Source: an optimization exercise on an open RTL-to-GDS flow (aim: small area and a short achievable clock period). Production flows keep margins and buffers that such runs may drop.
In this exercise RTL edits were held to simulation tests only and were not proved equivalent to the original.
Power and IR drop assume default switching activity.

[flow/run.sh]
#!/bin/bash
# synth_recipe.tcl (not shown) runs the flow's synth.tcl, then flattens the netlist and writes it again
# the make line also repeats each setting of config.mk as NAME=value (left out here)
make -C /OpenROAD-flow-scripts/flow DESIGN_CONFIG=/design/flow/config.mk WORK_HOME=/design/flow/orfs CLKGATE_MAP_FILE= SYNTH_SCRIPT=/design/flow/synth_recipe.tcl finish
[flow/config.mk]
export PLATFORM = sky130hd
export DESIGN_NAME = rv_pipe
export DESIGN_NICKNAME = rv_pipe
export VERILOG_FILES = /design/flow/design.v
export SDC_FILE = /design/flow/constraint.sdc
export NUM_CORES = 4
export LEC_CHECK = 0
export CAP_MARGIN = 20
export CORE_MARGIN = 2
export CORE_UTILIZATION = 40
export SETUP_SLACK_MARGIN = 4.0
export SLEW_MARGIN = 20
[flow/constraint.sdc]
create_clock -name core_clock -period 7.0 [get_ports {i_clk}]
set_input_delay 1.4000 -clock core_clock [delete_from_list [all_inputs] [get_ports {i_clk}]]
set_output_delay 1.4000 -clock core_clock [all_outputs]
set_load 0.01 [all_outputs]
[flow/design.v]
package rv_pipe_pkg;
  localparam int XLEN = 32;
  localparam int REG_AW = 5;
endpackage
`timescale 1ns/100ps
module rv_regfile (
  input  logic        i_clk,
  input  logic        i_rst_n,
  input  logic        i_wren,
  input  logic [4:0]  i_waddr,
  input  logic [31:0] i_wdata,
  input  logic [31:1] i_rs1_oh,
  input  logic [31:1] i_rs2_oh,
  output logic [31:0] o_rs1_data,
  output logic [31:0] o_rs2_data
);
  logic [31:0] wd;
  logic [31:0] q [1:31];
  assign wd = i_wdata & {32{i_rst_n}};
  for (genvar i = 1; i < 32; i++) begin : g_r
    logic we;
    assign we = !i_rst_n || (i_wren && i_waddr == 5'(i));
    always_ff @(posedge i_clk) begin
      if (we) q[i] <= wd;
    end
  end
  always_comb begin
    o_rs1_data = '0;
    o_rs2_data = '0;
    for (int i = 1; i < 32; i++) begin
      o_rs1_data = o_rs1_data | (q[i] & {32{i_rs1_oh[i]}});
      o_rs2_data = o_rs2_data | (q[i] & {32{i_rs2_oh[i]}});
    end
  end
endmodule
`timescale 1ns/100ps
module rv_alu (
  input  logic [31:0] i_a,
  input  logic [31:0] i_b,
  input  logic        i_sub,
  input  logic        i_xor,
  input  logic        i_or,
  input  logic        i_and,
  input  logic        i_slt,
  input  logic        i_sltu,
  input  logic        i_sll,
  input  logic        i_sra,
  output logic [31:0] o_add,
  output logic [31:0] o_sh,
  output logic [31:0] o_lg
);
  logic [32:0] sum;
  logic        ltu, lt;
  assign sum = {1'b0, i_a} + {1'b0, i_b ^ {32{i_sub}}} + {32'd0, i_sub};
  assign o_add = sum[31:0];
  assign ltu = ~sum[32];
  assign lt  = (i_a[31] ^ i_b[31]) ? i_a[31] : ltu;
  logic [31:0] sh_in, sh_out;
  logic [4:0]  shamt;
  assign shamt = i_b[4:0];
  always_comb begin
    for (int i = 0; i < 32; i++) sh_in[i] = i_sll ? i_a[31-i] : i_a[i];
  end
  assign sh_out = 32'($signed({i_sra & ~i_sll & i_a[31], sh_in}) >>> shamt);
  always_comb begin
    for (int i = 0; i < 32; i++) o_sh[i] = i_sll ? sh_out[31-i] : sh_out[i];
  end
  assign o_lg = ({32{i_xor}} & (i_a ^ i_b)) |
                ({32{i_or}}  & (i_a | i_b)) |
                ({32{i_and}} & (i_a & i_b)) |
                {31'd0, (i_slt & lt) | (i_sltu & ltu)};
endmodule
`timescale 1ns/100ps
module rv_pipe (
  input  logic                           i_clk,
  input  logic                           i_rst_n,
  input  logic                           i_instr_vld,
  input  logic [rv_pipe_pkg::XLEN-1:0]   i_instr,
  input  logic [rv_pipe_pkg::XLEN-1:0]   i_pc,
  output logic                           o_wb_vld,
  output logic [rv_pipe_pkg::REG_AW-1:0] o_wb_addr,
  output logic [rv_pipe_pkg::XLEN-1:0]   o_wb_data
);
  logic        f_vld;
  logic [31:0] f_ins;
  logic [31:0] f_pc;
  always_ff @(posedge i_clk) begin
    f_vld <= i_rst_n & i_instr_vld;
    f_ins <= i_instr;
    f_pc  <= i_pc;
  end
  logic [6:0] opc;
  logic [2:0] f3;
  logic [6:0] f7;
  logic [4:0] rd, rs1, rs2;
  logic       is_reg, is_imm, is_lui, is_auipc, is_alu;
  logic       alt, ok, d_wen;
  logic       use_rs1, use_rs2;
  assign opc = f_ins[6:0];
  assign rd  = f_ins[11:7];
  assign f3  = f_ins[14:12];
  assign rs1 = f_ins[19:15];
  assign rs2 = f_ins[24:20];
  assign f7  = f_ins[31:25];
  assign is_reg   = (opc == 7'b0110011);
  assign is_imm   = (opc == 7'b0010011);
  assign is_lui   = (opc == 7'b0110111);
  assign is_auipc = (opc == 7'b0010111);
  assign is_alu   = is_reg | is_imm;
  assign alt      = (f7 == 7'b0100000);
  always_comb begin
    if (is_reg)
      ok = (f7 == 7'b0) || (alt && (f3 == 3'b000 || f3 == 3'b101));
    else if (is_imm)
      ok = (f3 == 3'b001) ? (f7 == 7'b0) :
           (f3 == 3'b101) ? (f7 == 7'b0 || alt) : 1'b1;
    else
      ok = is_lui | is_auipc;
  end
  assign d_wen   = f_vld & ok & (rd != 5'd0);
  assign use_rs1 = is_alu;
  assign use_rs2 = is_reg;
  logic d_sub, d_cadd, d_csh, d_clg;
  logic d_xor, d_or, d_and, d_slt, d_sltu, d_sll, d_sra;
  assign d_cadd = ~is_alu | (f3 == 3'b000);
  assign d_csh  = is_alu & (f3 == 3'b001 || f3 == 3'b101);
  assign d_clg  = is_alu & (f3 == 3'b010 || f3 == 3'b011 || f3 == 3'b100 ||
                            f3 == 3'b110 || f3 == 3'b111);
  assign d_sub  = is_alu & ((is_reg & (f3 == 3'b000) & f_ins[30]) ||
                            f3 == 3'b010 || f3 == 3'b011);
  assign d_slt  = (f3 == 3'b010);
  assign d_sltu = (f3 == 3'b011);
  assign d_xor  = (f3 == 3'b100);
  assign d_or   = (f3 == 3'b110);
  assign d_and  = (f3 == 3'b111);
  assign d_sll  = ~f3[2];
  assign d_sra  = f_ins[30];
  logic [31:0] imm_i, imm_u;
  assign imm_i = {{20{f_ins[31]}}, f_ins[31:20]};
  assign imm_u = {f_ins[31:12], 12'b0};
  logic        w_wen;
  logic [4:0]  w_rd;
  logic [31:0] w_res;
  logic [31:1] rs1_oh, rs2_oh;
  logic [31:0] rf_rs1, rf_rs2;
  always_comb begin
    for (int i = 1; i < 32; i++) begin
      rs1_oh[i] = (rs1 == 5'(i));
      rs2_oh[i] = (rs2 == 5'(i));
    end
  end
  rv_regfile u_rf (
    .i_clk      (i_clk),
    .i_rst_n    (i_rst_n),
    .i_wren     (w_wen),
    .i_waddr    (w_rd),
    .i_wdata    (w_res),
    .i_rs1_oh   (rs1_oh),
    .i_rs2_oh   (rs2_oh),
    .o_rs1_data (rf_rs1),
    .o_rs2_data (rf_rs2)
  );
  logic [31:0] rs1_val, rs2_val;
  assign rs1_val = (w_wen && w_rd == rs1) ? w_res : rf_rs1;
  assign rs2_val = (w_wen && w_rd == rs2) ? w_res : rf_rs2;
  logic [31:0] d_a, d_b;
  assign d_a = is_auipc ? f_pc : is_lui ? 32'd0 : rs1_val;
  assign d_b = is_reg ? rs2_val : is_alu ? imm_i : imm_u;
  logic       e_wen;
  logic [4:0] e_rd;
  logic       e_cadd, e_csh, e_clg;
  logic       fw_a, fw_b;
  assign fw_a = use_rs1 & e_wen & (e_rd == rs1);
  assign fw_b = use_rs2 & e_wen & (e_rd == rs2);
  logic [31:0] e_a, e_b;
  logic [3:0]  e_sa, e_sb;    
  logic        e_sub, e_xor, e_or, e_and, e_slt, e_sltu, e_sll, e_sra;
  always_ff @(posedge i_clk) begin
    if (!i_rst_n) e_wen <= 1'b0;
    else          e_wen <= d_wen;
    e_rd   <= rd;
    e_a    <= d_a;
    e_b    <= d_b;
    e_sa   <= {fw_a & e_clg, fw_a & e_csh, fw_a & e_cadd, ~fw_a};
    e_sb   <= {fw_b & e_clg, fw_b & e_csh, fw_b & e_cadd, ~fw_b};
    e_cadd <= d_cadd;
    e_csh  <= d_csh;
    e_clg  <= d_clg;
    e_sub  <= d_sub;
    e_xor  <= d_xor;
    e_or   <= d_or;
    e_and  <= d_and;
    e_slt  <= d_slt;
    e_sltu <= d_sltu;
    e_sll  <= d_sll;
    e_sra  <= d_sra;
  end
  logic [31:0] w_add, w_sh, w_lg;
  logic        w_cadd, w_csh, w_clg;
  logic [31:0] a, b;
  assign a = ({32{e_sa[0]}} & e_a) | ({32{e_sa[1]}} & w_add) |
             ({32{e_sa[2]}} & w_sh) | ({32{e_sa[3]}} & w_lg);
  assign b = ({32{e_sb[0]}} & e_b) | ({32{e_sb[1]}} & w_add) |
             ({32{e_sb[2]}} & w_sh) | ({32{e_sb[3]}} & w_lg);
  logic [31:0] x_add, x_sh, x_lg;
  rv_alu u_alu (
    .i_a    (a),
    .i_b    (b),
    .i_sub  (e_sub),
    .i_xor  (e_xor),
    .i_or   (e_or),
    .i_and  (e_and),
    .i_slt  (e_slt),
    .i_sltu (e_sltu),
    .i_sll  (e_sll),
    .i_sra  (e_sra),
    .o_add  (x_add),
    .o_sh   (x_sh),
    .o_lg   (x_lg)
  );
  always_ff @(posedge i_clk) begin
    if (!i_rst_n) w_wen <= 1'b0;
    else          w_wen <= e_wen;
    w_rd   <= e_rd;
    w_add  <= x_add;
    w_sh   <= x_sh;
    w_lg   <= x_lg;
    w_cadd <= e_cadd;
    w_csh  <= e_csh;
    w_clg  <= e_clg;
  end
  assign w_res = ({32{w_cadd}} & w_add) | ({32{w_csh}} & w_sh) | ({32{w_clg}} & w_lg);
  assign o_wb_vld  = w_wen;
  assign o_wb_addr = w_rd;
  assign o_wb_data = w_res;
endmodule
==> flow_summary.ini, run 1 <==
[detailed_routing]
drcViolationCount = 0
avgViaCountPerCell = 7.67
ant_nets = 0
finalWirelength_um = 294000
routedWlPerCell_um = 44.1
drt_iter0_drc = 12300
vias = 51200
dr.pass1.iters = 13

[worst_setup_path]
worst-r2r-setup-slack_ns = 3.28
cp_common_cell = xnor2_1
r2r_start = e_sb[1]
crit_chain = buf_6, buf_4, buf_16, a22oi_1, nand2_1, xnor2_1, ha_2, o21a_1, o2111ai_1, o211ai_1, a31o_1, a21o_4, a21o_1, a221oi_2, xnor2_1
cp_num_buf_inv = 3
cp_top_family = compound AO/OA/AOI/OAI gates
cp-end-kind = register
timing.rr.end = w_add[28]
arrival_ns = 4.39
slowest_delay_ns = 0.39
cp_data_required_time_ns = 7.67
path_max_fanout = 16
crit_slowest_cell = dfxtp_4
ff2ff_path_depth = 15
worst-setup-path-type = reg -> reg
critPathLaunchType = register

[synth]
syn_area_um2 = 55800
ys_seq_area_frac = 0.626
synth.top_cell.area_share = 0.534
async_flop_share = 0
synth_most_common_cell = edfxtp_1
yosys-top-cells-area = edfxtp_1 (53%), dfxtp_1 (9.3%), a22oi_1 (8.2%)
synth_common_cells = edfxtp_1 (992), a22oi_1 (613), clkbuf_1 (274)
synth_ff_type = edfxtp_1
syn_nets = 4503
avgSynthCellArea_um2 = 12.9
synthDistinctLibCells = 71
synth_top_cell_by_area = edfxtp_1
synthCells = 4340
ys_ff_latch = 1251
synth_warnings = 4
synth_edf_count = 992

[floorplanning]
num_io_pins = 105
core_um2 = 139000
fp.dieArea_um2 = 143000
die_w_um = 378
die_h_um = 378
start_util = 0.402
placementRows = 137

[global_routing]
grt_start_max_net_pins = 66
grt_pass1_wl_um = 385000
grt_pass1_vias = 47000
grt_overflow = 0
grtUsageTotal = 0.394
antenna_found_initial = 26

[worst_hold_path]
worst_hold_path.endpoint = e_rd[3]
hold_start = f_ins[10]
hold_path_depth = 0
hold_class = reg -> reg

[finish]
area_delta_synth_final_pct = 24.1
fin_nets = 4832
utilization = 0.498
layout-drive-gt1-share = 0.230

[power_and_ir_drop]
power.total_mw = 21.6
peakVddDrop_uv = 233
powerDensity_nw_per_um2 = 312
power.leakage_nw = 24.7

[placement]
gp_congestion = 0.948
place_ws_ns = 2.50
portBuffers = 104
hpwl_um = 156000

[sta]
holdWs_ns = 0.342
setup_tns_ns = 0
tightest_slew_ns = 1.24
min_period_over_period = 0.531
fmax_mhz = 269
hold_viol_final = 0
setup_violations = 0
period_needed_ns = 3.72
drv_slew = 0
relSlewSlack = 0.174
fin_ws_ns = 3.28
rsz0062_at_grt = true
finalClockSkew_ns = 0.0326

[clock_tree]
clock_latency_ns = 0.82
cts_tree = done
cts.sinks = 1251
cts_root_buf = clkbuf_16
cts_buffers = 135
htree_levels = 4
ctsLongestPathBuffers = 3
clk_pin_slew_worst_paths_ns = 0.06

[outcome]
status = timing/DRC/antenna clean

[flow_run]
cap_violations = 0
where the power goes:
part           switching (mW)  internal (mW)
registers               0.870           9.51
logic                    2.57           1.25
clock network            3.17           4.26
total                    6.62           15.0
cell families (layout without fill, tap and decap cells):
family	after synthesis	in the layout	synth area share
compound gates	1558	1558	0.211
flops	1251	1251	0.626
simple gates	827	830	0.0716
buf+inv	415	852	0.0290
mux	111	111	0.0271
fa+ha+maj	96	96	0.0217
xor+xnor	82	82	0.0129
other cells	0	14	0
final cells by class:
type                       instances  area [µm²]
antenna                           14        35.0
clock buffer                     168        3570
clock inverter                    80         937
fill                           11800       69800
inverter                          78         358
multi-input combinational       2677       21600
sequential                      1251       35100
tap                             1876        2350
timing repair buffer             523        5280
timing repair inverter             3        37.5
sequential cells by signal, indices dropped and copies added (netlist names), 4 cells and up:
name	flops
e_a	32
e_b	32
e_rd	5
e_sa	4
e_sb	4
f_ins	32
f_pc	32
u_rf.q	992
w_add	32
w_lg	32
w_rd	5
w_sh	32
worst reg2reg max path, cell delays in order (launching register included):
cell       delay, ns
dfxtp_4         0.39
buf_6           0.13
buf_4           0.14
buf_16          0.16
a22oi_1         0.20
nand2_1         0.17
xnor2_1         0.24
ha_2            0.34
o21a_1          0.16
o2111ai_1       0.28
o211ai_1        0.24
a31o_1          0.30
a21o_4          0.24
a21o_1          0.21
a221oi_2        0.29
xnor2_1         0.10
metrics by stage:
step | cells | cell area [µm²]
2_1_floorplan | 4340 | 56100
3_3_place_gp | 6130 | 60000
3_5_place_dp | 6130 | 60000
4_1_cts | 6576 | 67600
5_1_grt | 6657 | 69200
6_report | 6670 | 69300
cell usage in the layout, fill, tap and decap left out, types with 23 or more instances in the layout:
cell type	n
edfxtp_1	992
a22oi_1	568
buf_4	322
a22o_1	240
a221oi_1	237
dfxtp_1	230
nand3_1	151
nand2_1	142
clkbuf_16	141
nand4_1	131
o21ai_0	119
nor2_1	114
ha_1	88
inv_1	69
buf_6	67
nor2_4	65
clkdlybuf4s50_1	65
a222oi_1	64
a21oi_1	64
mux2i_1	60
a22oi_2	47
xnor2_1	47
nand2_2	46
and2_1	40
buf_12	34
o21ai_4	32
mux4_2	31
xor2_1	28
clkbuf_1	28
clkinv_1	27
a21oi_2	23
what timing repair did:
| action | in CTS | in global routing |
|---|---|---|
| gates cloned | 17 | 7 |
| endpoints found under the setup margin | 162 | 188 |
| pin swaps | 130 | 101 |
| resized for setup | 447 | 198 |
| hold buffers | 0 | 0 |
| buffers inserted | 181 | 73 |
how the worst max path moves through the flow:
stage	start	endpoint	slack (ns)	depth (start not counted)
floorplan	w_rd[0]	u_rf.q[28][0]	3.38	3
CTS	e_sb[2]	w_add[28]	3.38	15
finish	e_sb[1]	w_add[28]	3.28	15
global placement	e_sb[3]	w_add[27]	2.49	15
global route	e_sb[1]	w_add[28]	3.25	16
detailed placement	e_sb[3]	w_add[28]	2.50	17
routing by layer:
metal,vias to the layer above,track usage,wire length [µm],share of wire
met1,24500,0.451,91200,0.31
met5,-,0.0148,752,0.0026
met4,38,0.299,30700,0.10
met2,6136,0.556,117000,0.40
met3,1979,0.201,54000,0.18
li1,18500,-,-,-
==> run 2: changes to the inputs <==
--- a/flow/config.mk
+++ b/flow/config.mk
@@ -9,4 +9,3 @@
 export CORE_MARGIN = 2
 export CORE_UTILIZATION = 40
-export SETUP_SLACK_MARGIN = 4.0
 export SLEW_MARGIN = 20
==> run 2 against run 1 <==
Net effect:
- design area fell by 7.0%
- combinational power decreased by 18%
- critical endpoint unchanged
- clock power decreased by 1%
- largest power group unchanged
- cell count shrank 4.1%
- sequential share of layout area is 3.6 points higher
- register-to-register slack worse by 1.1 ns
- hold slack got worse by 0.0020 ns
- non-clock buffer count decreased by 264
- count of clock-buffer cells in the layout down 5
- synthesized cell count is the same
- routed wire length down 6.2%
- synthesized area did not move
==> flow_summary.ini, run 2 <==
[outcome]
status = timing/DRC/antenna clean

[synth]
synth_top_cell_by_area = edfxtp_1
synth_most_common_cell = edfxtp_1
synthDistinctLibCells = 71
synth.top_cell.area_share = 0.534
ys_ff_latch = 1251
yosys-top-cells-area = edfxtp_1 (53%), dfxtp_1 (9.3%), a22oi_1 (8.2%)
syn_area_um2 = 55800
avgSynthCellArea_um2 = 12.9
synthCells = 4340
async_flop_share = 0
syn_nets = 4503
synth_edf_count = 992
ys_seq_area_frac = 0.626
synth_common_cells = edfxtp_1 (992), a22oi_1 (613), clkbuf_1 (274)
synth_warnings = 4
synth_ff_type = edfxtp_1

[detailed_routing]
drt_iter0_drc = 12100
routedWlPerCell_um = 43.1
dr.pass1.iters = 13
ant_nets = 0
avgViaCountPerCell = 7.52
vias = 48100
finalWirelength_um = 276000
drcViolationCount = 0

[global_routing]
global_route.usage.met2 = 0.535
use_met1 = 0.438
antenna_found_initial = 25
grt_busiest_layer = met2
grt_start_max_net_pins = 67
grt_pass1_wl_um = 366000
grtUsageMet3 = 0.175
grt_overflow = 0
grt_pass1_vias = 44500
grtUsageTotal = 0.375

[floorplanning]
num_io_pins = 105
die_h_um = 378
fp.dieArea_um2 = 143000
die_w_um = 378
core_um2 = 139000
start_util = 0.402
placementRows = 137

[clock_tree]
postCtsSetupRepairBufs = 0
holdBufCountCts = 0
ctsLongestPathBuffers = 3
ctsResizeCount = 0
cts.sinks = 1251
htree_levels = 4
cts_buffers = 132
clk_pin_slew_worst_paths_ns = 0.06
cts_root_buf = clkbuf_16
clock_latency_ns = 0.80
cts_tree = done

[sta]
hold_viol_final = 0
tightest_slew_ns = 1.38
rsz0062_at_grt = false
fmax_mhz = 207
finalClockSkew_ns = 0.0319
setup_tns_ns = 0
drv_slew = 0
period_needed_ns = 4.82
setup_violations = 0
min_period_over_period = 0.689
relSlewSlack = 0.0748

[power_and_ir_drop]
powerDensity_nw_per_um2 = 323
power.leakage_nw = 22.6
peakVddDrop_uv = 239
power.total_mw = 20.8

[finish]
regArea_um2 = 35000
largest_reg_flops = 992
area_delta_synth_final_pct = 15.4
mostFrequentLayoutCell = edfxtp_1
fin_nets = 4559
nFillCells = 12300
final_cell_mix = edfxtp_1 (992), a22oi_1 (613), dfxtp_1 (258)
top_register = u_rf.q
multi_input_area_um2 = 20100
layout-drive-gt1-share = 0.113

[worst_setup_path]
arrival_ns = 5.55
cp-end-kind = register
path_max_fanout = 38
critPathLaunchType = register
worst-setup-path-type = reg -> reg
cp_data_required_time_ns = 7.73

[flow_run]
cap_violations = 0

[placement]
portBuffers = 104
hpwl_um = 157000
gp_congestion = 0.958

[worst_hold_path]
hold_class = reg -> reg
==> run 2: final timing paths <==
check / from / to / slack [ns] / cells after the start
setup / recovery: e_sb[2] / w_add[28] / 2.18 / 17
hold / removal: f_ins[7] / e_rd[0] / 0.34 / 0
setup reg to reg: e_sb[2] / w_add[28] / 2.18 / 17
hold reg to reg: f_ins[7] / e_rd[0] / 0.34 / 0
==> run 2: logic make-up after synthesis <==
| logic type | Yosys count | synth area share |
|---|---|---|
| compound gates | 1558 | 0.211 |
| flops | 1251 | 0.626 |
| simple gates | 827 | 0.0716 |
| buf+inv | 415 | 0.0290 |
| mux | 111 | 0.0271 |
| fa+ha+maj | 96 | 0.0217 |
| xor+xnor | 82 | 0.0129 |
==> run 2: final cells by class <==
type / instances / share of cell area
flip-flops and latches: 1251 / 0.543
multi-input cells: 2674 / 0.312
clock buffers: 163 / 0.0556
well taps: 1876 / 0.0364
repair buffers: 259 / 0.0351
clock inverters: 78 / 0.0132
inverters: 78 / 0.00456
diodes: 16 / 0.000621
==> run 2: per-stage QoR <==
step	hold WS [ns]	util	setup WS [ns]	instances	instance area, µm²
6_report	0.340	0.464	2.18	6395	64400
2_1_floorplan	0.323	-	3.07	4340	55800
3_3_place_gp	0.332	0.431	2.19	6137	60000
5_1_grt	0.354	0.463	1.96	6385	64400
3_5_place_dp	0.332	0.431	2.24	6137	60000
4_1_cts	0.347	0.463	2.25	6378	64400
==> run 2: layer usage <==
metal,vias up,wire [µm]
met5,-,111
met4,18,26700
li1,17900,-
met3,1682,47600
met2,5385,113000
met1,23100,88800
==> run 2: power by group <==
group	internal (mW)	switching, mW	total, mW
logic	0.878	2.25	3.12
registers	9.52	0.843	10.4
clock network	4.25	3.08	7.32
total	14.6	6.17	20.8
==> run 2: critical path, stage by stage (launching register included) <==
cell and delay (ns):
dfxtp_1 0.31, buf_4 0.39, a22oi_1 0.16, nand2_1 0.11
buf_4 0.39, inv_1 0.08, buf_4 0.25, xnor2_1 0.16
ha_1 0.37, a21oi_1 0.25, o21ai_1 0.14, a2111oi_2 0.74
o211ai_1 0.24, a31o_1 0.26, a21o_1 0.25, a21o_1 0.22
a221oi_2 0.27, xnor2_1 0.14

## afterwards: timing with drivers on the ports
Ports are ideal in the flow. The routed layouts listed here were re-timed in OpenROAD.
Step 1, drivers: a clkbuf_16 drives i_clk and a buf_2 each remaining input, both assumed.
Step 2 also shifts input and output timing later by t, the mid clock arrival at the registers, as if the neighbouring blocks saw the same clock.
a / b / c = no drivers / after step 1 / after step 2; a / b = the first two.
run | shift t [ns] | slack for setup (ns) | hold WS [ns]
run 1 | 0.883 | 3.283 / 3.283 / 3.116 | 0.342 / 0.342 / 0.342
run 2 | 0.881 | 2.179 / 2.179 / 2.179 | 0.340 / 0.340 / 0.340
After both steps setup and hold are still met in every run listed. For run 1, which loses most, drivers alone change the setup slack by 0.000 ns; drivers and shift together by -0.167 ns.
